Background: an optimization exercise with open tools, aiming at small area, a short achievable clock period and few clock cycles. Do not read the settings as production practice. Function was checked by simulation only, so behaviour that the tests miss may differ from the original.

**flow/design.v**
```verilog
package rsa_pkg;
  localparam int ONE = 1;
endpackage
import rsa_pkg::*;
module rsa_modexp
#(
  parameter  int W   = 32,
  localparam int OPW = 2 * W
) (
  input  logic           clk,
  input  logic           rst_n,
  input  logic           start,
  input  logic [OPW-1:0] n,
  input  logic [OPW-1:0] exp,
  input  logic [OPW-1:0] msg,
  output logic [OPW-1:0] result,
  output logic           busy,
  output logic           done,
  output logic           err
);
  localparam int K    = 4;                   
  localparam int ITER = (66 + K - 1) / K;    
  localparam int RB   = K * ITER;            
  localparam int AW   = OPW + 1;             
  localparam int SW   = OPW + 2;             
  localparam int XW   = OPW + 3;             
  localparam int IW   = OPW + 4;             
  localparam int S_IDLE  = 0;
  localparam int S_CHK1  = 1;
  localparam int S_CHK2  = 2;
  localparam int S_CONV  = 3;
  localparam int S_CONVF = 4;
  localparam int S_MM    = 5;
  localparam int S_MMEND = 6;
  localparam int S_FIX   = 7;
  localparam int S_FBS   = 8;
  localparam int S_FBA   = 9;
  localparam int S_FBB   = 10;
  localparam int S_FBC   = 11;
  localparam int S_FBD   = 12;
  localparam int NS      = 13;
  localparam logic [1:0] OP_SQR = 2'd0;
  localparam logic [1:0] OP_MUL = 2'd1;
  localparam logic [1:0] OP_FIN = 2'd2;
  logic [NS-1:0]  r_st;
  logic           r_busy;
  logic           r_done;
  logic           r_err;
  logic [AW-1:0]  r_a;         
  logic [OPW-1:0] r_n;
  logic [OPW-1:0] r_e;
  logic [SW-1:0]  r_s;
  logic [SW-1:0]  r_c;
  logic [AW-1:0]  r_m;         
  logic [K-1:0]   r_d;         
  logic [6:0]     r_cnt;
  logic [6:0]     r_bc;        
  logic [1:0]     r_op;
  logic           r_mulpend;
  logic           r_lead;
  logic [1:0]     r_sub;
  logic           r_ge;
  logic [NS-1:0]  w_st;
  logic           w_busy;
  logic           w_done;
  logic           w_err;
  logic [AW-1:0]  w_a;
  logic [OPW-1:0] w_n;
  logic [OPW-1:0] w_e;
  logic [SW-1:0]  w_s;
  logic [SW-1:0]  w_c;
  logic [AW-1:0]  w_m;
  logic [K-1:0]   w_d;
  logic [6:0]     w_cnt;
  logic [6:0]     w_bc;
  logic [1:0]     w_op;
  logic           w_mulpend;
  logic           w_lead;
  logic [1:0]     w_sub;
  wire odd = r_n[0];
  wire sgn = r_s[SW-1];
  logic [XW-1:0] cpa_x;
  logic [XW-1:0] cpa_y;
  logic          cpa_ci;
  logic [XW:0]   cpa_sum;
  logic          y_sub;        
  logic          y_add;        
  logic          fb_bit;
  assign fb_bit = r_d[r_sub];
  always_comb begin
    if (r_st[S_CONV] || r_st[S_FBA])
      cpa_x = {r_s, 1'b0};
    else if (r_st[S_CONVF] || r_st[S_FBC] || r_st[S_FBD])
      cpa_x = {r_s[SW-1], r_s};
    else
      cpa_x = {1'b0, r_s};
    y_sub = r_st[S_CHK1] || r_st[S_FBB] || ((r_st[S_CONV] || r_st[S_FBC]) && !sgn);
    y_add = ((r_st[S_CONV] || r_st[S_FBC] || r_st[S_FBD]) && sgn) || (r_st[S_CONVF] && odd);
    cpa_y = ({XW{y_sub}} & ~{3'b000, r_n})
          | ({XW{y_add}} & {3'b000, r_n})
          | ({XW{r_st[S_MMEND]}} & {1'b0, r_c})
          | ({XW{r_st[S_FBA] && fb_bit}} & {2'b00, r_a});
    cpa_ci = y_sub;
  end
  assign cpa_sum = {1'b0, cpa_x} + {1'b0, cpa_y} + {{XW{1'b0}}, cpa_ci};
  logic [SW-1:0] mm_s;
  logic [SW-1:0] mm_c;
  always_comb begin
    logic [IW-1:0] s, c, p, r, s1, c1, s2, c2;
    logic          q;
    s = IW'(r_s);
    c = IW'(r_c);
    for (int j = 0; j < K; j++) begin
      p  = r_d[j] ? IW'(r_a) : '0;
      s1 = s ^ c ^ p;
      c1 = ((s & c) | (s & p) | (c & p)) << 1;
      q  = s1[0];
      r  = q ? IW'(r_n) : '0;
      s2 = s1 ^ c1 ^ r;
      c2 = (s1 & c1) | (s1 & r) | (c1 & r);
      s  = s2 >> 1;
      c  = c2;
    end
    mm_s = s[SW-1:0];
    mm_c = c[SW-1:0];
  end
  logic [RB-1:0] ya;
  logic [RB-1:0] ym;
  assign ya = RB'(r_a);
  assign ym = RB'(r_m);
  function automatic logic [K-1:0] chunk(input logic [RB-1:0] v, input logic [6:0] idx);
    chunk = v[idx*K +: K];
  endfunction
  logic [6:0]   nidx;
  logic [K-1:0] mm_next_d;
  logic [K-1:0] fb_next_d;
  assign nidx = r_cnt + 7'd1;
  always_comb begin
    case (r_op)
      OP_SQR:  mm_next_d = (nidx < 7'(ITER)) ? chunk(ya, nidx) : '0;
      OP_MUL:  mm_next_d = (nidx < 7'(ITER)) ? chunk(ym, nidx) : '0;
      default: mm_next_d = '0;
    endcase
  end
  assign fb_next_d = (r_op == OP_SQR) ? chunk(ya, r_cnt - 7'd1) : chunk(ym, r_cnt - 7'd1);
  wire e_zero  = (r_e == '0);
  wire n_small = (r_n[OPW-1:1] == '0);
  wire a_eq_n  = (r_a == {1'b0, r_n});
  always_comb begin
    logic [AW-1:0] newa;
    logic          pick;
    w_st      = '0;
    w_busy    = r_busy;
    w_done    = 1'b0;
    w_err     = r_err;
    w_a       = r_a;
    w_n       = r_n;
    w_e       = r_e;
    w_s       = r_s;
    w_c       = r_c;
    w_m       = r_m;
    w_d       = r_d;
    w_cnt     = r_cnt;
    w_bc      = r_bc;
    w_op      = r_op;
    w_mulpend = r_mulpend;
    w_lead    = r_lead;
    w_sub     = r_sub;
    newa      = cpa_sum[AW-1:0];
    pick      = 1'b0;
    if (r_st[S_IDLE]) begin
      w_n = n;
      w_e = exp;
      w_s = SW'(msg);
      if (start) begin
        w_st[S_CHK1] = 1'b1;
        w_busy       = 1'b1;
      end else begin
        w_st[S_IDLE] = 1'b1;
      end
    end
    if (r_st[S_CHK1]) w_st[S_CHK2] = 1'b1;
    if (r_st[S_CHK2]) begin
      if (n_small || r_ge) begin
        w_a          = '0;
        w_err        = 1'b1;
        w_st[S_IDLE] = 1'b1;
        w_busy       = 1'b0;
        w_done       = 1'b1;
      end else if (e_zero) begin
        w_a          = AW'(1);
        w_err        = 1'b0;
        w_st[S_IDLE] = 1'b1;
        w_busy       = 1'b0;
        w_done       = 1'b1;
      end else begin
        w_err        = 1'b0;
        w_cnt        = 7'(RB - 1);
        w_bc         = 7'd64;
        w_lead       = 1'b0;
        w_st[S_CONV] = 1'b1;
      end
    end
    if (r_st[S_CONV]) begin
      if (odd) w_s = cpa_sum[SW-1:0];
      if (!r_lead) begin
        w_e  = {r_e[OPW-2:0], 1'b0};
        w_bc = r_bc - 7'd1;
        if (r_e[OPW-1]) w_lead = 1'b1;
      end
      w_cnt = r_cnt - 7'd1;
      if (r_cnt == '0) w_st[S_CONVF] = 1'b1;
      else             w_st[S_CONV]  = 1'b1;
    end
    if (r_st[S_CONVF]) begin
      w_m  = newa;
      w_a  = newa;
      pick = 1'b1;
    end
    if (r_st[S_MM]) begin
      w_s   = mm_s;
      w_c   = mm_c;
      w_d   = mm_next_d;
      w_cnt = r_cnt + 7'd1;
      if (r_cnt == 7'(ITER - 1)) w_st[S_MMEND] = 1'b1;
      else                       w_st[S_MM]    = 1'b1;
    end
    if (r_st[S_MMEND]) begin
      w_a = newa;
      if (r_op == OP_FIN) begin
        w_st[S_FIX] = 1'b1;
      end else if (r_op == OP_SQR && r_mulpend) begin
        w_op       = OP_MUL;
        w_mulpend  = 1'b0;
        w_d        = r_m[K-1:0];
        w_s        = '0;
        w_c        = '0;
        w_cnt      = '0;
        w_st[S_MM] = 1'b1;
      end else begin
        pick = 1'b1;
      end
    end
    if (r_st[S_FIX]) begin
      if (a_eq_n) w_a = '0;
      w_st[S_IDLE] = 1'b1;
      w_busy       = 1'b0;
      w_done       = 1'b1;
    end
    if (r_st[S_FBS]) begin
      w_s         = '0;
      w_d         = (r_op == OP_SQR) ? chunk(ya, 7'(ITER - 1)) : chunk(ym, 7'(ITER - 1));
      w_cnt       = 7'(ITER - 1);
      w_sub       = 2'(K - 1);
      w_st[S_FBA] = 1'b1;
    end
    if (r_st[S_FBA]) begin
      w_s         = cpa_sum[SW-1:0];
      w_st[S_FBB] = 1'b1;
    end
    if (r_st[S_FBB]) begin
      w_s         = cpa_sum[SW-1:0];
      w_st[S_FBC] = 1'b1;
    end
    if (r_st[S_FBC]) begin
      w_s         = cpa_sum[SW-1:0];
      w_st[S_FBD] = 1'b1;
    end
    if (r_st[S_FBD]) begin
      w_s = cpa_sum[SW-1:0];
      if (r_sub == '0) begin
        if (r_cnt == '0) begin
          w_a = newa;
          if (r_op == OP_SQR && r_mulpend) begin
            w_op        = OP_MUL;
            w_mulpend   = 1'b0;
            w_st[S_FBS] = 1'b1;
          end else begin
            pick = 1'b1;
          end
        end else begin
          w_d         = fb_next_d;
          w_cnt       = r_cnt - 7'd1;
          w_sub       = 2'(K - 1);
          w_st[S_FBA] = 1'b1;
        end
      end else begin
        w_sub       = r_sub - 2'd1;
        w_st[S_FBA] = 1'b1;
      end
    end
    if (pick) begin
      if (r_bc == '0) begin
        if (odd) begin
          w_op       = OP_FIN;
          w_d        = K'(1);
          w_s        = '0;
          w_c        = '0;
          w_cnt      = '0;
          w_st[S_MM] = 1'b1;
        end else begin
          w_st[S_IDLE] = 1'b1;
          w_busy       = 1'b0;
          w_done       = 1'b1;
        end
      end else begin
        w_e       = {r_e[OPW-2:0], 1'b0};
        w_bc      = r_bc - 7'd1;
        w_mulpend = r_e[OPW-1];
        w_op      = OP_SQR;
        if (odd) begin
          w_d        = newa[K-1:0];
          w_s        = '0;
          w_c        = '0;
          w_cnt      = '0;
          w_st[S_MM] = 1'b1;
        end else begin
          w_st[S_FBS] = 1'b1;
        end
      end
    end
    if (r_st == '0) begin
      w_st[S_IDLE] = 1'b1;
      w_busy       = 1'b0;
    end
  end
  always_ff @(posedge clk or negedge rst_n) begin
    if (!rst_n) begin
      r_st    <= NS'(1);
      r_busy  <= 1'b0;
      r_done  <= 1'b0;
      r_err   <= 1'b0;
      r_a     <= '0;
    end else begin
      r_st    <= w_st;
      r_busy  <= w_busy;
      r_done  <= w_done;
      r_err   <= w_err;
      r_a     <= w_a;
    end
  end
  always_ff @(posedge clk) begin
    r_n       <= w_n;
    r_e       <= w_e;
    r_s       <= w_s;
    r_c       <= w_c;
    r_m       <= w_m;
    r_d       <= w_d;
    r_cnt     <= w_cnt;
    r_bc      <= w_bc;
    r_op      <= w_op;
    r_mulpend <= w_mulpend;
    r_lead    <= w_lead;
    r_sub     <= w_sub;
    r_ge      <= cpa_sum[XW];
  end
  assign busy   = r_busy;
  assign done   = r_done;
  assign result = r_a[OPW-1:0];
  assign err    = r_err;
endmodule
```
**flow/run.sh**
```bash
#!/bin/bash
# synth_recipe.tcl (not shown) runs the flow's synth.tcl, then flattens the netlist and writes it again
# the make line also repeats each setting of config.mk as NAME=value (left out here)
make -C /OpenROAD-flow-scripts/flow DESIGN_CONFIG=/design/flow/config.mk WORK_HOME=/design/flow/orfs CLKGATE_MAP_FILE= SYNTH_SCRIPT=/design/flow/synth_recipe.tcl finish
```
**flow/config.mk**
```make
export PLATFORM = sky130hd
export DESIGN_NAME = rsa_modexp
export DESIGN_NICKNAME = rsa_modexp
export VERILOG_FILES = /design/flow/design.v
export SDC_FILE = /design/flow/constraint.sdc
export NUM_CORES = 4
export LEC_CHECK = 0
export ABC_CLOCK_PERIOD_IN_PS = 2500
export CAP_MARGIN = 20
export CORE_MARGIN = 2
export CORE_UTILIZATION = 45
export SETUP_SLACK_MARGIN = 5
export SLEW_MARGIN = 20
```
**flow/constraint.sdc**
```tcl
create_clock -name core_clock -period 10.5 [get_ports {clk}]
set_input_delay 2.1000 -clock core_clock [delete_from_list [all_inputs] [get_ports {clk}]]
set_output_delay 2.1000 -clock core_clock [all_outputs]
set_load 0.01 [all_outputs]
```
==> reports/qor.txt, run 1 <==
Worst-margin pin slew - 1.13 ns
Port buffer count - 261
R2r setup slk - 4.05 ns
Syn avg cell area - 9.81 um^2
Grt total ovfl - 0
Rel. slew slack - 24.7%
Endpoints failing hold - 0
Clock transition at the registers of the reported paths - 0.06 ns
Clock latency on the worst-skew pair - 0.71 ns
Drt total wl - 146 mm
RSZ-0062 raised after global routing - true
Crit share post-route - 61.5%
Rows - 110
Design area - 47800 um^2
Clock Skews - 0.0697 ns
CTS buffer count - 56
Initial antenna violation count - 10
Number of synthesized flops with an enable pin - 129
Fmax - 155 MHz
Area Overhead vs Synth - 16.3%
Top cells by area, synth - fa_1, dfxtp_1, edfxtp_1
GP Congestion - 0.992
DRC - 0
TritonCTS clock tree - built
Initial DRC count - 3307
Sequential fraction of the synthesis area - 25.1%
Synth area leader - fa_1
Required time worst endpoint - 11.05 ns
H-tree levels - 2
Status - timing/DRC/antenna clean
HP Class - flip-flop to flip-flop
Nets - 5002
Path type of the worst setup path - flip-flop to flip-flop
Max clock buf depth - 3
Via/cell ratio - 6.16
First-pass GRT wire length - 218 mm
Root Buffer - clkbuf_16
Vias in the first global route - 33900
Reg2Reg Depth - 20
Tmin final - 6.45 ns
Share of cells above drive strength 1 - 13.9%
Hold wc startpoint - r_st[1]
Arr. time, crit path - 7.00 ns
Ports - 262
Total GRT Usage - 30.7%
Worst r2r src - r_a[0]
Die area - 93800 um^2
Vias post-DR - 33500
CP Max Fanout - 5
Synth cell types - 79
Syn Std Cell Area - 41100 um^2
Initial Utilization - 45.5%
Most frequent cell after synthesis - fa_1
Largest net degree at the start of global routing - 136
Hold buffers post-CTS - 0
Final setup fails - 0
Final ANT Viol Nets - 0
WL/cell - 26.8 um
Ys async rst share - 18.8%
Die W - 306 um
TritonRoute pass-1 iters - 7
CP startpoint kind - flip-flop
Flops & latches, synth - 431
MaxCap Viol Count - 0
Worst Hold End - r_st[2]
WHS Path Cells - 0
Core area - 90300 um^2
Die H - 306 um
Synth Instances - 4189
R2r endpoint - r_s[32]
Mapped Nets - 4982
Fin. max-slew vios - 0
HPWL reported at the end of detailed placement - 100 mm
Setup TNS - 0 ns
Synth cell count leaders - fa_1, nand2_1, clkbuf_1, nand2b_1, a21oi_1
Share of the synthesized area in the top cell type - 25.2%
Synth warn - 1
Dpl cell area - 44000 um^2
Sink Count - 431
Primary FF master, synth - dfxtp_1
CP endpoint kind - flip-flop
## kinds of logic (layout without fill, tap and decap cells)
group,Yosys count,in the layout,share of synthesized area [%]
AOI/OAI and AO/OA,889,889,13.9
xor gates and xnor gates,126,126,2.68
adders and majority gates,598,598,27.6
buffers and inverters,604,667,6.23
DFF,431,431,25.1
muxes,284,284,9.58
other,0,10,0
and+or+nand+nor,1257,1261,14.9
## layer usage
layer	track usage, %	wire length, um
met5	0	48
met4	12.1	6660
met3	5.91	12900
met2	49.1	67200
met1	41.2	59300
## worst max-delay path, cell delays in order, from the launching register on
cell,delay (ns)
dfrtp_2,0.43
nand2_2,0.08
fa_2,0.46
nand2b_4,0.16
fa_1,0.52
fa_2,0.48
nand2b_4,0.17
fa_1,0.54
fa_2,0.45
nand2b_4,0.16
fa_1,0.55
fa_4,0.67
buf_12,0.19
buf_12,0.15
buf_12,0.13
buf_4,0.13
nand2b_4,0.13
fa_2,0.55
a21oi_1,0.06
o21ai_1,0.18
a21oi_1,0.09
## metrics by stage
stage               setup slack, ns  hold WS (ns)  utilization, %  instances
finish                         4.05         0.411            52.9       5442
global route                   3.91         0.424            52.9       5437
CTS                            4.13         0.411            52.2       5412
detailed placement             2.63         0.373            48.7       5268
global placement               2.73         0.377            48.7       5268
floorplan                      3.86         0.352               -       4189
## worst max path at each step
stage	from	endpoint	slack, ns	cells past startpoint
6_report	r_a[0]	r_s[32]	4.05	20
5_1_grt	r_d[0]	r_s[31]	3.91	22
4_1_cts	r_d[0]	r_s[26]	4.13	20
3_5_place_dp	r_d[0]	r_s[58]	2.63	19
3_3_place_gp	r_d[0]	r_s[58]	2.73	19
2_1_floorplan	r_a[0]	r_s[58]	3.86	26
## cells in the final DEF (no fill, tap or decap), types with 16 or more instances in the layout
cell type and instances:
mux2i_1 128, buf_4 64, nand2b_4 39, inv_1 196
a22oi_1 24, a21oi_2 16, dfxtp_1 216, nor2_1 180
ha_1 79, mux2_2 76, dfrtp_1 73, xor2_1 53
nand2b_1 228, a221o_1 68, fa_2 45, o22ai_1 55
nor4_1 45, edfxtp_1 129, a21oi_1 231, nand2_1 484
xnor2_1 64, a22o_1 21, fa_1 471, clkbuf_16 64
o21ai_0 180, o21ai_1 51, nand3_1 48, nor3_1 29
a211oi_1 27, and2_1 85, clkdlybuf4s50_1 260, nand4_1 38
a211oi_2 44, mux4_2 80, a21o_1 45
## state kept, by name, indices dropped and copies added, names as in the netlist, 2 cells and up
| name | flops |
|---|---|
| r_n | 64 |
| r_s | 66 |
| r_a | 65 |
| r_c | 66 |
| r_st | 13 |
| r_e | 64 |
| r_d | 4 |
| r_cnt | 7 |
| r_op | 2 |
| r_sub | 2 |
| r_bc | 7 |
| r_m | 65 |
## final cells by class
type / instances / area, um^2
Fill cell: 8303 / 42500
Multi-Input combinational cell: 3158 / 29400
Timing Repair Buffer: 363 / 3910
Antenna cell: 10 / 25.0
Inverter: 199 / 747
Sequential cell: 431 / 10400
Clock buffer: 75 / 1600
Tap cell: 1176 / 1470
Clock inverter: 30 / 342
## repair_timing
action | CTS | global route
setup endpoints to repair | 203 | 180
buffers inserted | 28 | 13
pin swaps | 82 | 82
cloned | 11 | 7
gates resized for setup | 140 | 111
Testbench counts, summed over its fixed seeds: cycles 91,764.
==> inputs of run 2 (changes only) <==
--- a/flow/design.v
+++ b/flow/design.v
@@ -18,7 +18,7 @@
   output logic           done,
   output logic           err
 );
-  localparam int K    = 4;                   
+  localparam int K    = 3;                   
   localparam int ITER = (66 + K - 1) / K;    
   localparam int RB   = K * ITER;            
   localparam int AW   = OPW + 1;             
==> reports/qor.txt, run 2 <==
Via/cell ratio - 6.10
RSZ-0062 raised after global routing - true
Area Overhead vs Synth - 14.8%
Ports - 262
R2r endpoint - r_s[0]
First-pass GRT wire length - 196 mm
Root Buffer - clkbuf_16
MaxCap Viol Count - 0
Fmax - 186 MHz
Share of the synthesized area in the top cell type - 20.6%
Worst path slowest cell - fa_2
Required time worst endpoint - 11.01 ns
Initial Utilization - 45.2%
DP Cell Count - 4953
Fin. max-slew vios - 0
Vias in the first global route - 30800
Synth Instances - 3938
Port buffer count - 261
Most frequent cell after synthesis - nand2_1
Max clock buf depth - 3
Worst-margin pin slew - 1.15 ns
Critical path capture point - r_s[0]
Worst r2r src - r_a[0]
Initial DRC count - 3086
Total GRT Usage - 30.1%
Share of cells above drive strength 1 - 9.95%
Synth cell types - 90
Rows - 106
CP max stage delay - 0.57 ns
Core area - 83300 um^2
Synth cell count leaders - nand2_1, fa_1, o21ai_0, clkbuf_1, dfxtp_1
Final ANT Viol Nets - 0
Arr. time, crit path - 5.88 ns
Initial antenna violation count - 3
HPWL reported at the end of detailed placement - 91.4 mm
Sequential fraction of the synthesis area - 27.4%
Most common cell on crit path - buf_12
H-tree levels - 2
Tmin final - 5.37 ns
Clock latency on the worst-skew pair - 0.67 ns
Endpoints failing hold - 0
Commonest non-fill, non-tap cell in the layout - nand2_1
Synth area leader - fa_1
GP Congestion - 0.974
Drt total wl - 133 mm
Hold buffers post-CTS - 0
TritonCTS clock tree - built
Die W - 293 um
Clock transition at the registers of the reported paths - 0.06 ns
Sink Count - 430
Primary FF master, synth - dfxtp_1
Rel. slew slack - 23.2%
Status - timing/DRC/antenna clean
Final setup fails - 0
Dpl cell area - 40400 um^2
DRC - 0
CP endpoint kind - flip-flop
Largest net degree at the start of global routing - 134
Design area - 43200 um^2
CP Max Fanout - 6
Syn Std Cell Area - 37700 um^2
Clock Skews - 0.0466 ns
Setup TNS - 0 ns
Leading cell types in the layout, fill and taps excluded - nand2_1, fa_1, o21ai_0
Nets - 4634
Crit share post-route - 51.2%
CP cell instances - and2_1 > fa_2 > buf_12 > nand2_1 > fa_1 > fa_2 > buf_12 > nand2b_1 > fa_1 > fa_2 > buf_12 > buf_12 > nand2b_1 > fa_1 > a2bb2oi_1 > o2bb2ai_1 > a22oi_1 > nor2_1
R2r setup slk - 5.13 ns
CTS buffer count - 56
Number of synthesized flops with an enable pin - 129
Die H - 293 um
Top Registers - r_c x66, r_s x66
Synth warn - 1
WL/cell - 26.1 um
Non-Filler Instances - 5100
Top cells by area, synth - fa_1, dfxtp_1, edfxtp_1
Grt total ovfl - 0
CP startpoint kind - flip-flop
Vias post-DR - 31100
HP Class - flip-flop to flip-flop
TritonRoute pass-1 iters - 6
Mapped Nets - 4600
Reg2Reg Depth - 18
Ys async rst share - 18.8%
Die area - 86000 um^2
Syn avg cell area - 9.56 um^2
Critical path origin - r_a[0]
Flops & latches, synth - 430
Path type of the worst setup path - flip-flop to flip-flop
[run 2: cell count changes after synthesis, sizes merged, moves of 23 or more]
cell    before  now
o21ai      236  272
fa         517  388
nand2      489  565
nand2b     267  136
xor2        55   78
a22o        21   48
clkbuf     272  222
a21oi      251  206
o22ai       60    6
[run 2: metal layers]
layer / track usage [%] / share of wire (%) / wire length [um]
met5: 0 / 0.0075 / 10
met4: 9.62 / 3.7 / 4920
met3: 4.45 / 7.6 / 10100
met2: 49.5 / 47 / 62500
met1: 40.9 / 42 / 55300
[run 2: how the worst min path moves through the flow]
stage,depth (start not counted),startpoint,endpoint
2_1_floorplan,0,r_st[1],r_st[2]
3_3_place_gp,0,r_st[1],r_st[2]
3_5_place_dp,0,r_st[1],r_st[2]
4_1_cts,0,r_st[1],r_st[2]
5_1_grt,0,r_st[1],r_st[2]
6_report,0,r_st[1],r_st[2]
[run 2: logic make-up after synthesis]
kind of cell             after synthesis  synth area share, %
buffers and inverters                552                 6.27
flip-flops                           430                 27.4
AO/OA/AOI/OAI                        874                 15.2
multiplexers                         273                 9.75
adder cells (fa/ha/maj)              467                 23.3
XOR/XNOR                             141                 3.30
AND/OR/NAND/NOR                     1201                 14.9
[run 2: layout make-up]
class	count	area, um^2
Fill cell	7672	40100
Multi-Input combinational cell	2959	25200
Sequential cell	430	10300
Timing Repair Buffer	343	3610
Clock buffer	73	1640
Tap cell	1080	1350
Inverter	180	689
Clock inverter	32	387
Timing Repair inverter	2	11.3
Antenna cell	1	2.50
[run 2: stage by stage]
step | worst slack, ns | hold slack [ns] | util [%]
global route | 4.98 | 0.462 | 51.9
CTS | 5.01 | 0.446 | 51.5
detailed placement | 3.21 | 0.427 | 48.5
floorplan | 5.00 | 0.376 | -
finish | 5.13 | 0.452 | 51.9
global placement | 3.35 | 0.434 | 48.5
[run 2: worst max-delay path: cells and delay by family (launching register included)]
family                     cells  cell delay (ns)
adders and majority gates      6             3.20
and+or+nand+nor                5             0.56
DFF                            1             0.40
AOI/OAI and AO/OA              3             0.49
buffers and inverters          4             0.58
[run 2: what timing repair did]
item,CTS,global route
setup endpoints to repair,213,76
cloned,6,7
pin swaps,5,14
buffers inserted,15,12
resized for setup,24,21
Testbench counts of run 2, summed over its fixed seeds: cycles 115,826.
==> inputs of run 3 (changes only) <==
==> flow/flow/run.sh (new file) <==
#!/bin/bash
# Standard ORFS layout with a larger setup repair margin; the SDC and clock
# period are the standard flow's, unchanged. make's full output goes to flow_make.log.
set -euo pipefail
bash standard.sh SETUP_SLACK_MARGIN=7 finish > flow_make.log 2>&1
==> flow/standard.sh (new file) <==
#!/bin/bash
# synth_recipe.tcl (not shown) runs the flow's synth.tcl, then flattens the netlist and writes it again
# the make line also repeats each setting of config.mk as NAME=value (left out here)
make -C /OpenROAD-flow-scripts/flow DESIGN_CONFIG=/design/flow/config.mk WORK_HOME=/design/flow/orfs CLKGATE_MAP_FILE= SYNTH_SCRIPT=/design/flow/synth_recipe.tcl "${@:-finish}"
--- a/flow/config.mk
+++ b/flow/config.mk
@@ -5,9 +5,7 @@
 export SDC_FILE = /design/flow/constraint.sdc
 export NUM_CORES = 4
 export LEC_CHECK = 0
-export ABC_CLOCK_PERIOD_IN_PS = 2500
 export CAP_MARGIN = 20
 export CORE_MARGIN = 2
 export CORE_UTILIZATION = 45
-export SETUP_SLACK_MARGIN = 5
 export SLEW_MARGIN = 20
removed: flow/run.sh
==> reports/qor.txt, run 3 <==
Root Buffer - clkbuf_16
Fmax - 184 MHz
Commonest non-fill, non-tap cell in the layout - nand2_1
Worst r2r src - r_a[0]
CP max stage delay - 0.81 ns
Die W - 293 um
Syn avg cell area - 9.56 um^2
RSZ-0062 raised after global routing - true
Critical path capture point - r_s[1]
Synth Instances - 3938
Required time worst endpoint - 11.09 ns
Reg2Reg Depth - 15
Crit share post-route - 51.6%
TritonCTS clock tree - built
Top cells by area, synth - fa_1, dfxtp_1, edfxtp_1
CP cell instances - and2_4 > fa_4 > buf_4 > buf_4 > nand2_1 > fa_2 > nand2b_4 > fa_1 > fa_2 > buf_6 > nand2b_1 > fa_1 > a221oi_2 > o21ai_0 > a21oi_1
Initial Utilization - 45.2%
Final setup fails - 0
Syn Std Cell Area - 37700 um^2
CP endpoint kind - flip-flop
Sink Count - 430
WL met2 - 68.4 mm
Share of the synthesized area in the top cell type - 20.6%
CP Max Fanout - 36
Most frequent cell after synthesis - nand2_1
Max clock buf depth - 3
R2r setup slk - 5.08 ns
Number of fill cells - 7065
Synth cell count leaders - nand2_1, fa_1, o21ai_0, clkbuf_1, dfxtp_1
Fin. max-slew vios - 0
Critical path origin - r_a[0]
Initial DRC count - 3435
Primary FF master, synth - dfxtp_1
Die area - 86000 um^2
Worst-margin pin slew - 1.11 ns
MaxCap Viol Count - 0
Synth warn - 1
Rel. slew slack - 25.9%
Clock Skews - 0.0403 ns
CP startpoint kind - flip-flop
Flops & latches, synth - 430
Status - timing/DRC/antenna clean
Core area - 83300 um^2
M1 WL - 58.3 mm
First-pass GRT wire length - 218 mm
Share of cells above drive strength 1 - 26.8%
Vias post-DR - 33800
Met3 wire length - 14.4 mm
Drt total wl - 149 mm
Nets - 4948
R2r endpoint - r_s[1]
Leading cell types in the layout, fill and taps excluded - nand2_1, fa_1, dfxtp_1
Synth cell types - 90
H-tree levels - 2
Worst path slowest cell - fa_4
Number of synthesized flops with an enable pin - 129
DRC - 0
Arr. time, crit path - 6.02 ns
Clock transition at the registers of the reported paths - 0.06 ns
Via/cell ratio - 6.24
Synth area leader - fa_1
Tmin final - 5.42 ns
TritonRoute pass-1 iters - 5
Port buffer count - 261
Vias in the first global route - 33200
Rows - 106
Total GRT Usage - 33.9%
HPWL reported at the end of detailed placement - 93.6 mm
Largest net degree at the start of global routing - 101
Top Registers - r_c x66, r_s x66
Setup TNS - 0 ns
Ys async rst share - 18.8%
Clock latency on the worst-skew pair - 0.67 ns
Grt total ovfl - 0
Ports - 262
Endpoints failing hold - 0
Finished Core Util - 58.9%
Final ANT Viol Nets - 0
Die H - 293 um
HP Class - flip-flop to flip-flop
Sequential fraction of the synthesis area - 27.4%
Area Overhead vs Synth - 30.2%
DR top layer - met5
GP Congestion - 0.975
Initial antenna violation count - 5
Worst Hold Slack - 0.459 ns
Path type of the worst setup path - flip-flop to flip-flop
WL/cell - 27.5 um
CTS buffer count - 55
Mapped Nets - 4600
==> run 3: per-layer routing <==
metal | global-route usage (%) | up-vias
met5 | 0 | -
met4 | 14.9 | 2
met3 | 6.15 | 406
met2 | 54.2 | 1964
met1 | 45.1 | 17000
li1 | - | 14400
==> run 3: what timing repair did <==
action,CTS,global route
resized for setup,774,240
hold buffers,0,0
setup endpoints to repair,403,393
endpoints found under the hold margin,0,0
cloned,15,6
setup buffers,247,85
pin swaps,119,137
==> run 3: layout make-up <==
class	instances	area, um^2	share of cell area (%)
timing repair buffer	655	6760	13.8
tap	1080	1350	2.76
antenna	7	17.5	0.0357
timing repair inverter	1	6.26	0.0128
multi-input combinational	2963	27900	56.9
sequential	430	10400	21.2
clock buffer	69	1520	3.10
inverter	180	694	1.42
clock inverter	34	379	0.773
==> run 3: how the worst min path moves through the flow <==
stage / from / to / slack [ns] / depth (start not counted)
2_1_floorplan: r_st[1] / r_st[2] / 0.38 / 0
3_3_place_gp: r_st[1] / r_st[2] / 0.44 / 0
3_5_place_dp: r_st[1] / r_st[2] / 0.43 / 0
4_1_cts: r_bc[5] / r_bc[5] / 0.46 / 1
5_1_grt: r_st[1] / r_st[2] / 0.48 / 0
6_report: r_bc[5] / r_bc[5] / 0.46 / 1
==> run 3: cell families (layout without fill, tap and decap cells) <==
| group | after synthesis | after routing | synth area share [%] |
|---|---|---|---|
| compound gates | 874 | 874 | 15.2 |
| xor+xnor | 141 | 141 | 3.30 |
| fa+ha+maj | 467 | 467 | 23.3 |
| buf+inv | 552 | 939 | 6.27 |
| flops | 430 | 430 | 27.4 |
| mux | 273 | 273 | 9.75 |
| other cells | 0 | 7 | 0 |
| simple gates | 1201 | 1208 | 14.9 |
==> run 3: stage by stage <==
stage               cells  setup WS (ns)  cell area (um^2)
floorplan            3938           5.13             38300
global placement     4956           4.03             40900
detailed placement   4956           3.90             40900
CTS                  5321           5.09             47300
global route         5413           4.97             49000
finish               5419           5.08             49000
==> run 3: worst max-delay path, delay by kind of cell, from the launching register on <==
family,cells,cell delay [ns]
adders and majority gates,5,2.92
buffers and inverters,3,0.79
and+or+nand+nor,4,0.63
AOI/OAI and AO/OA,3,0.60
DFF,1,0.41
==> inputs of run 4 (changes only) <==
--- a/flow/design.v
+++ b/flow/design.v
@@ -18,7 +18,7 @@
   output logic           done,
   output logic           err
 );
-  localparam int K    = 3;                   
+  localparam int K    = 2;                   
   localparam int ITER = (66 + K - 1) / K;    
   localparam int RB   = K * ITER;            
   localparam int AW   = OPW + 1;             
==> reports/qor.txt, run 4 <==
Reg area - 10400 um^2
Final ANT Viol Nets - 0
Clock transition at the registers of the reported paths - 0.06 ns
Port buffer count - 261
Nets - 4352
Syn Std Cell Area - 33600 um^2
MaxCap Viol Count - 0
Reg2Reg Depth - 18
Path type of the worst setup path - flip-flop to flip-flop
Initial antenna violation count - 5
First-pass GRT wire length - 208 mm
Sink Count - 429
Rel. slew slack - 19.7%
Share of the synthesized area in the top cell type - 15.4%
Mapped Nets - 3998
Vias in the first global route - 31300
Initial Utilization - 45.3%
CTS buffer count - 54
Via/cell ratio - 6.44
Synth Instances - 3469
R2r endpoint - r_a[61]
Fmax - 219 MHz
HP Class - flip-flop to flip-flop
WL/cell - 29.3 um
CP Max Fanout - 8
Clock latency on the worst-skew pair - 0.65 ns
Syn avg cell area - 9.70 um^2
Core area - 74200 um^2
Clock Skews - 0.0223 ns
Critical path capture point - r_a[61]
R2r setup slk - 5.94 ns
Most frequent cell after synthesis - nand2_1
DRC - 0
Setup TNS - 0 ns
Ys async rst share - 18.9%
Top cells by area, synth - fa_1, dfxtp_1, edfxtp_1
Finished Core Util - 60.3%
Grt total ovfl - 0
Arr. time, crit path - 5.14 ns
Status - timing/DRC/antenna clean
Leading cell types in the layout, fill and taps excluded - nand2_1, nor2_1, buf_4
Multi-input gate area - 24800 um^2
Final setup fails - 0
HPWL reported at the end of detailed placement - 88.2 mm
Max clock buf depth - 3
TritonRoute pass-1 iters - 6
H-tree levels - 2
Die W - 277 um
TritonCTS clock tree - built
Sequential fraction of the synthesis area - 30.6%
Required time worst endpoint - 11.08 ns
RSZ-0062 raised after global routing - true
Vias post-DR - 31200
Synth cell count leaders - nand2_1, a21oi_1, fa_1, nor2_1, dfxtp_1
Rows - 100
Number of synthesized flops with an enable pin - 129
Area Overhead vs Synth - 33.1%
Root Buffer - clkbuf_16
Flops & latches, synth - 429
Commonest non-fill, non-tap cell in the layout - nand2_1
Primary FF master, synth - dfxtp_1
Total GRT Usage - 36.0%
Number of fill cells - 6097
Share of cells above drive strength 1 - 30.5%
Top Registers - r_c x66, r_s x66
Synth area leader - fa_1
Synth warn - 1
Drt total wl - 142 mm
Critical path origin - r_st[11]
Die area - 77000 um^2
CP endpoint kind - flip-flop
Initial DRC count - 3224
CP startpoint kind - flip-flop
Hold buffers post-CTS - 0
Die H - 277 um
Crit share post-route - 43.5%
GP Congestion - 1.00
Tmin final - 4.56 ns
Worst-margin pin slew - 1.20 ns
Ports - 262
Synth cell types - 84
Endpoints failing hold - 0
Fin. max-slew vios - 0
Worst r2r src - r_st[11]
Largest net degree at the start of global routing - 69
[run 4: cell types whose count changed in the layout (fill, tap and decap cells not counted), moves of 41 or more]
cell	change
a211oi_2	+45
buf_6	-137
dlygate4sd2_1	+41
o22ai_1	+51
nor2_1	+77
fa_2	+42
fa_1	-171
o21ai_0	-117
a211oi_1	-46
nand2_1	-221
nand2b_4	+49
nand2b_1	-115
[run 4: worst min path at each step]
| stage | startpoint | endpoint | slack, ns | cells after the start |
|---|---|---|---|---|
| 2_1_floorplan | r_st[1] | r_st[2] | 0.38 | 0 |
| 3_3_place_gp | r_bc[5] | r_bc[5] | 0.44 | 1 |
| 3_5_place_dp | r_lead | r_lead | 0.44 | 1 |
| 4_1_cts | r_lead | r_lead | 0.45 | 1 |
| 5_1_grt | r_lead | r_lead | 0.47 | 1 |
| 6_report | r_lead | r_lead | 0.45 | 1 |
[run 4: layout make-up]
| class | instances | share of cell area [%] |
|---|---|---|
| Clock inverter | 28 | 0.579 |
| Tap cell | 969 | 2.71 |
| Inverter | 193 | 1.65 |
| Sequential cell | 429 | 23.2 |
| Antenna cell | 4 | 0.0224 |
| Timing Repair Buffer | 581 | 13.1 |
| Clock buffer | 73 | 3.36 |
| Multi-Input combinational cell | 2564 | 55.4 |
[run 4: logic make-up after synthesis]
logic type	after synthesis	synth area share, %
adders and majority gates	334	18.2
AOI/OAI and AO/OA	878	16.9
DFF	429	30.6
muxes	284	11.8
buffers and inverters	483	6.38
xor gates and xnor gates	122	3.22
and+or+nand+nor	939	12.9
[run 4: critical path, stage by stage (launching register included)]
cell      delay (ns)
dfrtp_2         0.44
nor3_4          0.20
nor2_2          0.07
a21oi_4         0.15
buf_12          0.14
buf_12          0.11
buf_16          0.16
a21oi_1         0.10
a221o_1         0.29
ha_2            0.51
and2_2          0.33
nor2b_4         0.29
and3_4          0.26
o211ai_1        0.11
buf_4           0.20
a211o_1         0.32
and3b_2         0.28
o31ai_4         0.36
a22o_1          0.18
[run 4: stage by stage]
step | hold slack [ns] | std cells | instance area, um^2 | worst slack (ns)
2_1_floorplan | 0.376 | 3469 | 34600 | 6.42
3_3_place_gp | 0.438 | 4449 | 37200 | 4.71
3_5_place_dp | 0.442 | 4449 | 37200 | 4.66
4_1_cts | 0.450 | 4771 | 43000 | 6.09
5_1_grt | 0.475 | 4837 | 44800 | 5.89
6_report | 0.451 | 4841 | 44800 | 5.94
[run 4: repair_timing]
| item | CTS | global route |
|---|---|---|
| gates cloned | 22 | 2 |
| resized for setup | 560 | 256 |
| buffers inserted | 199 | 64 |
| endpoints found under the setup margin | 410 | 331 |
| pin swaps | 195 | 206 |
[run 4: routing by layer]
layer	up-vias	part of all wire [%]	GRT usage (%)
met1	15700	38	46.3
met2	1906	45	55.8
met5	-	0.011	0
met4	2	6.0	19.0
met3	499	11	9.46
li1	13100	-	-
Testbench counts of run 4, summed over its fixed seeds: cycles 169,044.
==> inputs of run 5 (changes only) <==
--- a/flow/design.v
+++ b/flow/design.v
@@ -18,7 +18,7 @@
   output logic           done,
   output logic           err
 );
-  localparam int K    = 2;                   
+  localparam int K    = 4;                   
   localparam int ITER = (66 + K - 1) / K;    
   localparam int RB   = K * ITER;            
   localparam int AW   = OPW + 1;             
@@ -38,7 +38,8 @@
   localparam int S_FBB   = 10;
   localparam int S_FBC   = 11;
   localparam int S_FBD   = 12;
-  localparam int NS      = 13;
+  localparam int S_BNC   = 13;
+  localparam int NS      = 14;
   localparam logic [1:0] OP_SQR = 2'd0;
   localparam logic [1:0] OP_MUL = 2'd1;
   localparam logic [1:0] OP_FIN = 2'd2;
@@ -58,8 +59,11 @@
   logic [1:0]     r_op;
   logic           r_mulpend;
   logic           r_lead;
-  logic [1:0]     r_sub;
+  logic [2:0]     r_sub;
   logic           r_ge;
+  logic [SW-1:0]  r_bn;        
+  logic           k_x2, k_xsx, k_yc, k_ya, k_sub, k_sgn, k_addn, k_add;
+  logic           w_x2, w_xsx, w_yc, w_ya, w_sub_, w_sgn, w_addn, w_add;
   logic [NS-1:0]  w_st;
   logic           w_busy;
   logic           w_done;
@@ -76,7 +80,8 @@
   logic [1:0]     w_op;
   logic           w_mulpend;
   logic           w_lead;
-  logic [1:0]     w_sub;
+  logic [2:0]     w_sub;
+  logic [SW-1:0]  w_bn;
   wire odd = r_n[0];
   wire sgn = r_s[SW-1];
   logic [XW-1:0] cpa_x;
@@ -88,38 +93,47 @@
   logic          fb_bit;
   assign fb_bit = r_d[r_sub];
   always_comb begin
-    if (r_st[S_CONV] || r_st[S_FBA])
+    if (k_x2)
       cpa_x = {r_s, 1'b0};
-    else if (r_st[S_CONVF] || r_st[S_FBC] || r_st[S_FBD])
-      cpa_x = {r_s[SW-1], r_s};
     else
-      cpa_x = {1'b0, r_s};
-    y_sub = r_st[S_CHK1] || r_st[S_FBB] || ((r_st[S_CONV] || r_st[S_FBC]) && !sgn);
-    y_add = ((r_st[S_CONV] || r_st[S_FBC] || r_st[S_FBD]) && sgn) || (r_st[S_CONVF] && odd);
+      cpa_x = {k_xsx & r_s[SW-1], r_s};
+    y_sub = k_sub || (k_sgn && !sgn);
+    y_add = ((k_sgn || k_addn) && sgn) || k_add;
     cpa_y = ({XW{y_sub}} & ~{3'b000, r_n})
           | ({XW{y_add}} & {3'b000, r_n})
-          | ({XW{r_st[S_MMEND]}} & {1'b0, r_c})
-          | ({XW{r_st[S_FBA] && fb_bit}} & {2'b00, r_a});
+          | ({XW{k_yc}} & {1'b0, r_c})
+          | ({XW{k_ya && fb_bit}} & {2'b00, r_a});
     cpa_ci = y_sub;
   end
   assign cpa_sum = {1'b0, cpa_x} + {1'b0, cpa_y} + {{XW{1'b0}}, cpa_ci};
   logic [SW-1:0] mm_s;
   logic [SW-1:0] mm_c;
+  logic [K-1:0] mm_q;
   always_comb begin
-    logic [IW-1:0] s, c, p, r, s1, c1, s2, c2;
+    logic [K-1:0] t, p;
+    t = r_s[K-1:0] + r_c[K-1:0];
+    for (int j = 0; j < K; j++) begin
+      mm_q[j] = t[0] ^ (r_d[j] & r_a[0]);
+      p = ({K{r_d[j] & !mm_q[j]}} & r_a[K-1:0])
+        | ({K{!r_d[j] & mm_q[j]}} & r_n[K-1:0])
+        | ({K{r_d[j] & mm_q[j]}}  & r_bn[K-1:0]);
+      t = (t + p) >> 1;
+    end
+  end
+  always_comb begin
+    logic [IW-1:0] s, c, p, s1, c1;
     logic          q;
     s = IW'(r_s);
     c = IW'(r_c);
     for (int j = 0; j < K; j++) begin
-      p  = r_d[j] ? IW'(r_a) : '0;
+      q  = mm_q[j];
+      p  = ({IW{r_d[j] & !q}} & IW'(r_a))
+         | ({IW{!r_d[j] & q}} & IW'(r_n))
+         | ({IW{r_d[j] & q}}  & IW'(r_bn));
       s1 = s ^ c ^ p;
-      c1 = ((s & c) | (s & p) | (c & p)) << 1;
-      q  = s1[0];
-      r  = q ? IW'(r_n) : '0;
-      s2 = s1 ^ c1 ^ r;
-      c2 = (s1 & c1) | (s1 & r) | (c1 & r);
-      s  = s2 >> 1;
-      c  = c2;
+      c1 = (s & c) | (s & p) | (c & p);
+      s  = s1 >> 1;
+      c  = c1;
     end
     mm_s = s[SW-1:0];
     mm_c = c[SW-1:0];
@@ -166,6 +180,7 @@
     w_mulpend = r_mulpend;
     w_lead    = r_lead;
     w_sub     = r_sub;
+    w_bn      = r_bn;
     newa      = cpa_sum[AW-1:0];
     pick      = 1'b0;
     if (r_st[S_IDLE]) begin
@@ -215,8 +230,16 @@
     if (r_st[S_CONVF]) begin
       w_m  = newa;
       w_a  = newa;
+      w_s  = cpa_sum[SW-1:0];
       pick = 1'b1;
     end
+    if (r_st[S_BNC]) begin
+      w_bn       = cpa_sum[SW-1:0];
+      w_s        = '0;
+      w_c        = '0;
+      w_cnt      = '0;
+      w_st[S_MM] = 1'b1;
+    end
     if (r_st[S_MM]) begin
       w_s   = mm_s;
       w_c   = mm_c;
@@ -227,16 +250,14 @@
     end
     if (r_st[S_MMEND]) begin
       w_a = newa;
+      w_s = cpa_sum[SW-1:0];
       if (r_op == OP_FIN) begin
         w_st[S_FIX] = 1'b1;
       end else if (r_op == OP_SQR && r_mulpend) begin
-        w_op       = OP_MUL;
-        w_mulpend  = 1'b0;
-        w_d        = r_m[K-1:0];
-        w_s        = '0;
-        w_c        = '0;
-        w_cnt      = '0;
-        w_st[S_MM] = 1'b1;
+        w_op        = OP_MUL;
+        w_mulpend   = 1'b0;
+        w_d         = r_m[K-1:0];
+        w_st[S_BNC] = 1'b1;
       end else begin
         pick = 1'b1;
       end
@@ -251,7 +272,7 @@
       w_s         = '0;
       w_d         = (r_op == OP_SQR) ? chunk(ya, 7'(ITER - 1)) : chunk(ym, 7'(ITER - 1));
       w_cnt       = 7'(ITER - 1);
-      w_sub       = 2'(K - 1);
+      w_sub       = 3'(K - 1);
       w_st[S_FBA] = 1'b1;
     end
     if (r_st[S_FBA]) begin
@@ -281,23 +302,20 @@
         end else begin
           w_d         = fb_next_d;
           w_cnt       = r_cnt - 7'd1;
-          w_sub       = 2'(K - 1);
+          w_sub       = 3'(K - 1);
           w_st[S_FBA] = 1'b1;
         end
       end else begin
-        w_sub       = r_sub - 2'd1;
+        w_sub       = r_sub - 3'd1;
         w_st[S_FBA] = 1'b1;
       end
     end
     if (pick) begin
       if (r_bc == '0) begin
         if (odd) begin
-          w_op       = OP_FIN;
-          w_d        = K'(1);
-          w_s        = '0;
-          w_c        = '0;
-          w_cnt      = '0;
-          w_st[S_MM] = 1'b1;
+          w_op        = OP_FIN;
+          w_d         = K'(1);
+          w_st[S_BNC] = 1'b1;
         end else begin
           w_st[S_IDLE] = 1'b1;
           w_busy       = 1'b0;
@@ -309,11 +327,8 @@
         w_mulpend = r_e[OPW-1];
         w_op      = OP_SQR;
         if (odd) begin
-          w_d        = newa[K-1:0];
-          w_s        = '0;
-          w_c        = '0;
-          w_cnt      = '0;
-          w_st[S_MM] = 1'b1;
+          w_d         = newa[K-1:0];
+          w_st[S_BNC] = 1'b1;
         end else begin
           w_st[S_FBS] = 1'b1;
         end
@@ -323,6 +338,14 @@
       w_st[S_IDLE] = 1'b1;
       w_busy       = 1'b0;
     end
+    w_x2   = w_st[S_CONV] | w_st[S_FBA];
+    w_xsx  = w_st[S_CONVF] | w_st[S_FBC] | w_st[S_FBD];
+    w_yc   = w_st[S_MMEND];
+    w_ya   = w_st[S_FBA];
+    w_sub_ = w_st[S_CHK1] | w_st[S_FBB];
+    w_sgn  = w_st[S_CONV] | w_st[S_FBC];
+    w_addn = w_st[S_FBD];
+    w_add  = (w_st[S_CONVF] & odd) | w_st[S_BNC];
   end
   always_ff @(posedge clk or negedge rst_n) begin
     if (!rst_n) begin
@@ -353,6 +376,28 @@
     r_lead    <= w_lead;
     r_sub     <= w_sub;
     r_ge      <= cpa_sum[XW];
+    r_bn      <= w_bn;
+  end
+  always_ff @(posedge clk or negedge rst_n) begin
+    if (!rst_n) begin
+      k_x2   <= 1'b0;
+      k_xsx  <= 1'b0;
+      k_yc   <= 1'b0;
+      k_ya   <= 1'b0;
+      k_sub  <= 1'b0;
+      k_sgn  <= 1'b0;
+      k_addn <= 1'b0;
+      k_add  <= 1'b0;
+    end else begin
+      k_x2   <= w_x2;
+      k_xsx  <= w_xsx;
+      k_yc   <= w_yc;
+      k_ya   <= w_ya;
+      k_sub  <= w_sub_;
+      k_sgn  <= w_sgn;
+      k_addn <= w_addn;
+      k_add  <= w_add;
+    end
   end
   assign busy   = r_busy;
   assign done   = r_done;
==> flow/run.sh (new file) <==
#!/bin/bash
# synth_recipe.tcl (not shown) runs the flow's synth.tcl, then flattens the netlist and writes it again
# the make line also repeats each setting of config.mk as NAME=value (left out here)
make -C /OpenROAD-flow-scripts/flow DESIGN_CONFIG=/design/flow/config.mk WORK_HOME=/design/flow/orfs CLKGATE_MAP_FILE= SYNTH_SCRIPT=/design/flow/synth_recipe.tcl finish
--- a/flow/config.mk
+++ b/flow/config.mk
@@ -5,7 +5,9 @@
 export SDC_FILE = /design/flow/constraint.sdc
 export NUM_CORES = 4
 export LEC_CHECK = 0
+export ABC_CLOCK_PERIOD_IN_PS = 2500
 export CAP_MARGIN = 20
 export CORE_MARGIN = 2
 export CORE_UTILIZATION = 45
+export SETUP_SLACK_MARGIN = 5
 export SLEW_MARGIN = 20
removed: flow/flow/run.sh
removed: flow/standard.sh
==> reports/qor.txt, run 5 <==
Leading cell types in the layout, fill and taps excluded - nand2_1, inv_1, mux2i_1
RSZ-0062 raised after global routing - true
Most frequent cell after synthesis - nand2_1
Nets - 4799
Commonest non-fill, non-tap cell in the layout - nand2_1
CP startpoint kind - flip-flop
GP Congestion - 1.01
Final setup fails - 0
Synth cell count leaders - nand2_1, clkbuf_1, mux2i_1, inv_1, a21oi_1
Die H - 306 um
Ports - 262
Mapped Nets - 4800
Clock transition at the registers of the reported paths - 0.06 ns
Share of cells above drive strength 1 - 14.0%
Setup TNS - 0 ns
Rel. slew slack - 19.2%
H-tree levels - 3
Crit share post-route - 63.7%
Initial DRC count - 3806
Required time worst endpoint - 11.02 ns
Total GRT Usage - 32.8%
Flops & latches, synth - 504
Clock Skews - 0.0303 ns
Vias in the first global route - 34100
Fin. max-slew vios - 0
Worst-margin pin slew - 1.20 ns
Synth cell types - 81
Vias post-DR - 34800
Worst r2r src - r_c[0]
Primary FF master, synth - edfxtp_1
Max clock buf depth - 3
Fmax - 150 MHz
R2r setup slk - 3.81 ns
HPWL reported at the end of detailed placement - 107 mm
Synth Instances - 4263
Status - timing/DRC/antenna clean
Initial antenna violation count - 0
First-pass GRT wire length - 230 mm
Syn avg cell area - 9.62 um^2
CTS buffer count - 67
Share of the synthesized area in the top cell type - 19.1%
Syn Std Cell Area - 41000 um^2
CP Max Fanout - 5
R2r endpoint - r_s[33]
Grt total ovfl - 0
Hold buffers post-CTS - 0
Synth area leader - edfxtp_1
CP endpoint kind - flip-flop
Worst path slowest cell - fa_2
Top cells by area, synth - edfxtp_1, fa_1, mux2i_1
Reg2Reg Depth - 30
Clock latency on the worst-skew pair - 0.64 ns
Non-Filler Instances - 5492
Via/cell ratio - 6.34
Largest net degree at the start of global routing - 128
DP Cell Count - 5309
DRC - 0
Final ANT Viol Nets - 0
Top Registers - r_bn x66, r_c x66, r_s x66
Endpoints failing hold - 0
Rows - 110
Area Overhead vs Synth - 15.9%
Path type of the worst setup path - flip-flop to flip-flop
Synth warn - 1
Critical path capture point - r_s[33]
Die W - 306 um
Drt total wl - 156 mm
MaxCap Viol Count - 0
Inserted Diodes - 0
WHS Path Cells - 0
Port buffer count - 261
Sink Count - 504
Arr. time, crit path - 7.21 ns
HP Class - flip-flop to flip-flop
TritonRoute pass-1 iters - 6
TritonCTS clock tree - built
Die area - 93600 um^2
Tmin final - 6.69 ns
Initial Utilization - 45.5%
WL/cell - 28.3 um
Finished Core Util - 52.7%
Sequential fraction of the synthesis area - 32.0%
Root Buffer - clkbuf_16
Ys async rst share - 17.3%
Core area - 90100 um^2
CP max stage delay - 0.71 ns
Number of synthesized flops with an enable pin - 261
Critical path origin - r_c[0]
-- run 5: cell count changes in the layout (fill, tap and decap cells not counted), sizes merged, moves of 43 or more --
cell           delta
edfxtp          +132
dlygate4sd2      -43
inv             +135
buf             -210
clkdlybuf4s50    +67
o22ai            -53
mux2             +60
nand2b           -52
dfxtp            -63
o21ai           +140
a22o             +91
mux2i           +182
a211oi           -59
-- run 5: cells by family (layout without fill, tap and decap cells) --
kind of cell	count (synthesis)	after routing	share of synthesized area, %
buffers and inverters	775	824	7.72
muxes	527	527	15.7
AOI/OAI and AO/OA	1031	1032	15.9
and+or+nand+nor	954	957	10.6
DFF	504	504	32.0
xor gates and xnor gates	124	124	2.68
adders and majority gates	348	348	15.4
-- run 5: critical path, delay by kind of cell, from the launching register on --
kind | cells | cell delay (ns)
compound gates | 6 | 1.01
xor+xnor | 5 | 0.92
fa+ha+maj | 5 | 2.37
buf+inv | 9 | 1.03
flops | 1 | 0.43
mux | 2 | 0.45
simple gates | 3 | 0.38
-- run 5: layout make-up --
class                           count  area [um^2]
Inverter                          323         1210
Clock inverter                     30          332
Multi-Input combinational cell   2988        25400
Sequential cell                   504        13200
Tap cell                         1176         1470
Clock buffer                       93         1930
Timing Repair Buffer              378         3990
Fill cell                        8143        42600
-- run 5: worst min-delay path by stage --
stage	start	slack, ns	end
2_1_floorplan	r_st[1]	0.35	r_st[2]
3_3_place_gp	r_st[1]	0.38	r_st[2]
3_5_place_dp	r_st[1]	0.38	r_st[2]
4_1_cts	r_st[1]	0.39	r_st[2]
5_1_grt	r_st[1]	0.40	r_st[2]
6_report	r_st[1]	0.39	r_st[2]
-- run 5: repair_timing --
action / CTS / global route
pin swaps: 90 / 27
gates resized for setup: 116 / 69
cloned: 15 / 0
setup endpoints to repair: 260 / 182
buffers inserted: 35 / 10
-- run 5: routing by layer --
metal | up-vias | GRT usage, % | part of all wire, %
met4 | 0 | 15.6 | 5.2
met3 | 428 | 6.11 | 9.5
li1 | 15000 | - | -
met2 | 1943 | 51.8 | 45
met5 | - | 0 | 0
met1 | 17400 | 43.7 | 40
-- run 5: through the flow --
step / hold slack, ns / setup slack (ns) / cell area (um^2)
finish: 0.387 / 3.81 / 47500
global route: 0.396 / 3.62 / 47500
global placement: 0.382 / 1.85 / 43900
CTS: 0.394 / 3.88 / 47300
detailed placement: 0.379 / 1.72 / 43900
floorplan: 0.355 / 3.63 / 41200
Testbench counts of run 5, summed over its fixed seeds: cycles 96,602.
==> inputs of run 6 (changes only) <==
--- a/flow/design.v
+++ b/flow/design.v
@@ -18,7 +18,7 @@
   output logic           done,
   output logic           err
 );
-  localparam int K    = 4;                   
+  localparam int K    = 3;                   
   localparam int ITER = (66 + K - 1) / K;    
   localparam int RB   = K * ITER;            
   localparam int AW   = OPW + 1;             
==> reports/qor.txt, run 6 <==
M1 WL - 52.6 mm
Vias post-DR - 30000
Number of synthesized flops with an enable pin - 261
Rel. slew slack - 17.1%
Non-Filler Instances - 4585
Arr. time, crit path - 6.04 ns
Most common cell on crit path - xor2_4
CP max stage delay - 0.67 ns
Fin. max-slew vios - 0
Endpoints failing hold - 0
Final ANT Viol Nets - 0
TritonRoute pass-1 iters - 5
CP endpoint kind - flip-flop
CP Max Fanout - 11
Multi-input gate area - 22600 um^2
Placement Setup Slack - 2.53 ns
Met3 wire length - 12.0 mm
Status - timing/DRC/antenna clean
Initial DRC count - 2806
Leading cell types in the layout, fill and taps excluded - nand2_1, a22o_1, edfxtp_1
Worst-margin pin slew - 1.24 ns
Clock transition at the registers of the reported paths - 0.06 ns
Area Overhead vs Synth - 15.7%
Required time worst endpoint - 11.05 ns
Path type of the worst setup path - flip-flop to flip-flop
Flops & latches, synth - 503
Initial antenna violation count - 3
Die area - 84700 um^2
Grt total ovfl - 0
Rows - 105
Vias in the first global route - 30700
Commonest non-fill, non-tap cell in the layout - nand2_1
Worst Path Buf+Inv - 2
Synth Instances - 3443
Core area - 81800 um^2
GP Congestion - 0.956
Tmin final - 5.49 ns
Number of fill cells - 7166
Primary FF master, synth - edfxtp_1
Max clock buf depth - 3
Clock latency on the worst-skew pair - 0.69 ns
RSZ-0062 raised after global routing - true
Worst setup margin - 5.01 ns
Share of the synthesized area in the top cell type - 21.1%
Via/cell ratio - 6.55
CP cell instances - ha_4 > xor2_4 > mux2_4 > a22o_4 > fa_2 > xor2_4 > mux2_4 > a22o_4 > xor2_4 > xnor2_4 > xor2_4 > buf_12 > buf_12 > mux2_1 > a22o_1 > fa_1 > nand2_1 > o21ai_0 > a22o_1
Synth area leader - edfxtp_1
Reg area - 13100 um^2
Final setup fails - 0
First-pass GRT wire length - 200 mm
HP Class - flip-flop to flip-flop
Setup TNS - 0 ns
Total GRT Usage - 31.0%
WL/cell - 29.4 um
Synth cell count leaders - nand2_1, a22o_1, clkbuf_1, edfxtp_1, o21ai_0
CTS buffer count - 61
Top Registers - r_bn x66, r_c x66, r_s x66
CP startpoint kind - flip-flop
Synth warn - 1
HPWL reported at the end of detailed placement - 90.1 mm
Die H - 291 um
DR top layer - met5
DP Cell Count - 4428
Top cells by area, synth - edfxtp_1, fa_1, dfxtp_1
Share of cells above drive strength 1 - 15.9%
Largest net degree at the start of global routing - 133
Syn Std Cell Area - 37100 um^2
Root Buffer - clkbuf_16
Clock Skews - 0.0513 ns
Ys async rst share - 17.3%
Finished Core Util - 52.4%
MaxCap Viol Count - 0
TritonCTS clock tree - built
Nets - 3928
Synth cell types - 91
Sequential fraction of the synthesis area - 35.4%
Initial Utilization - 45.3%
Mapped Nets - 3911
WL met2 - 63.8 mm
Most frequent cell after synthesis - nand2_1
Syn avg cell area - 10.8 um^2
Worst path slowest cell - fa_2
Drt total wl - 135 mm
Crit share post-route - 52.3%
H-tree levels - 2
DRC - 0
Die W - 291 um
Ports - 262
Fmax - 182 MHz
Port buffer count - 261
Delay-heaviest family, CP - adder cells
Sink Count - 503
==> run 6: cell types whose count changed after synthesis, sizes merged, moves of 65 or more <==
cell	previous run	this run
inv	321	48
nor2	281	88
mux2i	320	145
a21oi	298	127
a22o	135	275
mux2	126	252
o21ai	336	255
clkbuf	348	268
fa	262	197
==> run 6: timing repair <==
action / in CTS / in global routing
pin swaps: 9 / 24
gates cloned: 8 / 4
resized for setup: 37 / 72
endpoints found under the setup margin: 281 / 164
buffers inserted: 21 / 5
hold buffers: 0 / 0
==> run 6: path summary, 6_finish.rpt <==
path | startpoint | endpoint | slack, ns | cells past startpoint
max in group asynchronous | rst_n | r_st[5] | 7.86 | 2
worst max register to register | r_c[0] | r_s[19] | 5.01 | 19
worst min register to register | r_st[1] | r_st[2] | 0.39 | 0
worst max-delay path | r_c[0] | r_s[19] | 5.01 | 19
min in group asynchronous | rst_n | r_done | 1.44 | 1
worst min-delay path | r_st[1] | r_st[2] | 0.39 | 0
==> run 6: layer usage <==
layer | vias up | GRT usage, %
met5 | - | 0
met4 | 2 | 13.1
met3 | 381 | 6.10
met2 | 1641 | 51.4
met1 | 15200 | 39.4
li1 | 12800 | -
==> run 6: worst reg2reg max path: stages, from the launching register on <==
cell,delay [ns]
edfxtp_1,0.45
ha_4,0.35
xor2_4,0.17
mux2_4,0.32
a22o_4,0.23
fa_2,0.67
xor2_4,0.19
mux2_4,0.32
a22o_4,0.25
xor2_4,0.17
xnor2_4,0.28
xor2_4,0.19
buf_12,0.21
buf_12,0.19
mux2_1,0.36
a22o_1,0.21
fa_1,0.49
nand2_1,0.08
o21ai_0,0.08
a22o_1,0.20
==> run 6: through the flow <==
step / instance area, um^2 / hold slack [ns]
finish: 42900 / 0.393
global route: 42900 / 0.405
CTS: 42500 / 0.391
detailed placement: 39800 / 0.362
global placement: 39800 / 0.373
floorplan: 37100 / 0.355
==> run 6: cell families (layout without fill, tap and decap cells) <==
group,after synthesis,count (layout),synth area share [%]
AO/OA/AOI/OAI,903,904,17.4
AND/OR/NAND/NOR,706,710,9.04
flip-flops,503,503,35.4
multiplexers,471,471,16.1
buffers and inverters,436,500,5.23
adder cells (fa/ha/maj),278,278,13.3
XOR/XNOR,146,147,3.49
other,0,2,0
==> run 6: layout make-up <==
| class | instances | share of cell area (%) |
|---|---|---|
| clock buffer | 89 | 4.18 |
| sequential | 503 | 30.6 |
| tap | 1070 | 3.12 |
| clock inverter | 27 | 0.922 |
| multi-input combinational | 2510 | 52.7 |
| antenna | 2 | 0.0117 |
| inverter | 49 | 0.432 |
| timing repair buffer | 335 | 8.02 |
Testbench counts of run 6, summed over its fixed seeds: cycles 120,664.

static timing again, ports no longer ideal:
The results above use ideal ports. As a check the final layouts listed here were re-extracted and re-timed, cells and wires unchanged. Step 1 (the two cells are an assumption about what drives the block):
set clk [get_ports {clk}]
set_driving_cell -lib_cell sky130_fd_sc_hd__clkbuf_16 $clk
set_driving_cell -lib_cell sky130_fd_sc_hd__buf_2 [delete_from_list [all_inputs] $clk]
Step 2 moves the port delays by t, midway between the first and last clock arrival at a register: inputs arrive t later, outputs are due t later. That takes back most of the time a late clock gives input paths. Slacks: ideal / step 1 / step 2; pairs: ideal / step 1.
run | t, ns | slack for setup (ns) | worst setup path at the end | clock arrival spread, ns | cell pins on the clock port's net
run 1 | 0.743 | 4.048 / 4.048 / 4.048 | register to register | 0.069 / 0.070 | 1
run 2 | 0.711 | 5.128 / 5.128 / 5.128 | register to register | 0.047 / 0.047 | 1
run 3 | 0.720 | 5.077 / 5.077 / 5.077 | register to register | 0.041 / 0.040 | 1
run 4 | 0.704 | 5.937 / 5.937 / 5.937 | register to register | 0.023 / 0.023 | 1
run 5 | 0.696 | 3.812 / 3.812 / 3.812 | register to register | 0.030 / 0.030 | 1
run 6 | 0.732 | 5.011 / 5.011 / 5.011 | register to register | 0.052 / 0.052 | 1
After both steps setup and hold are still met in every run listed.
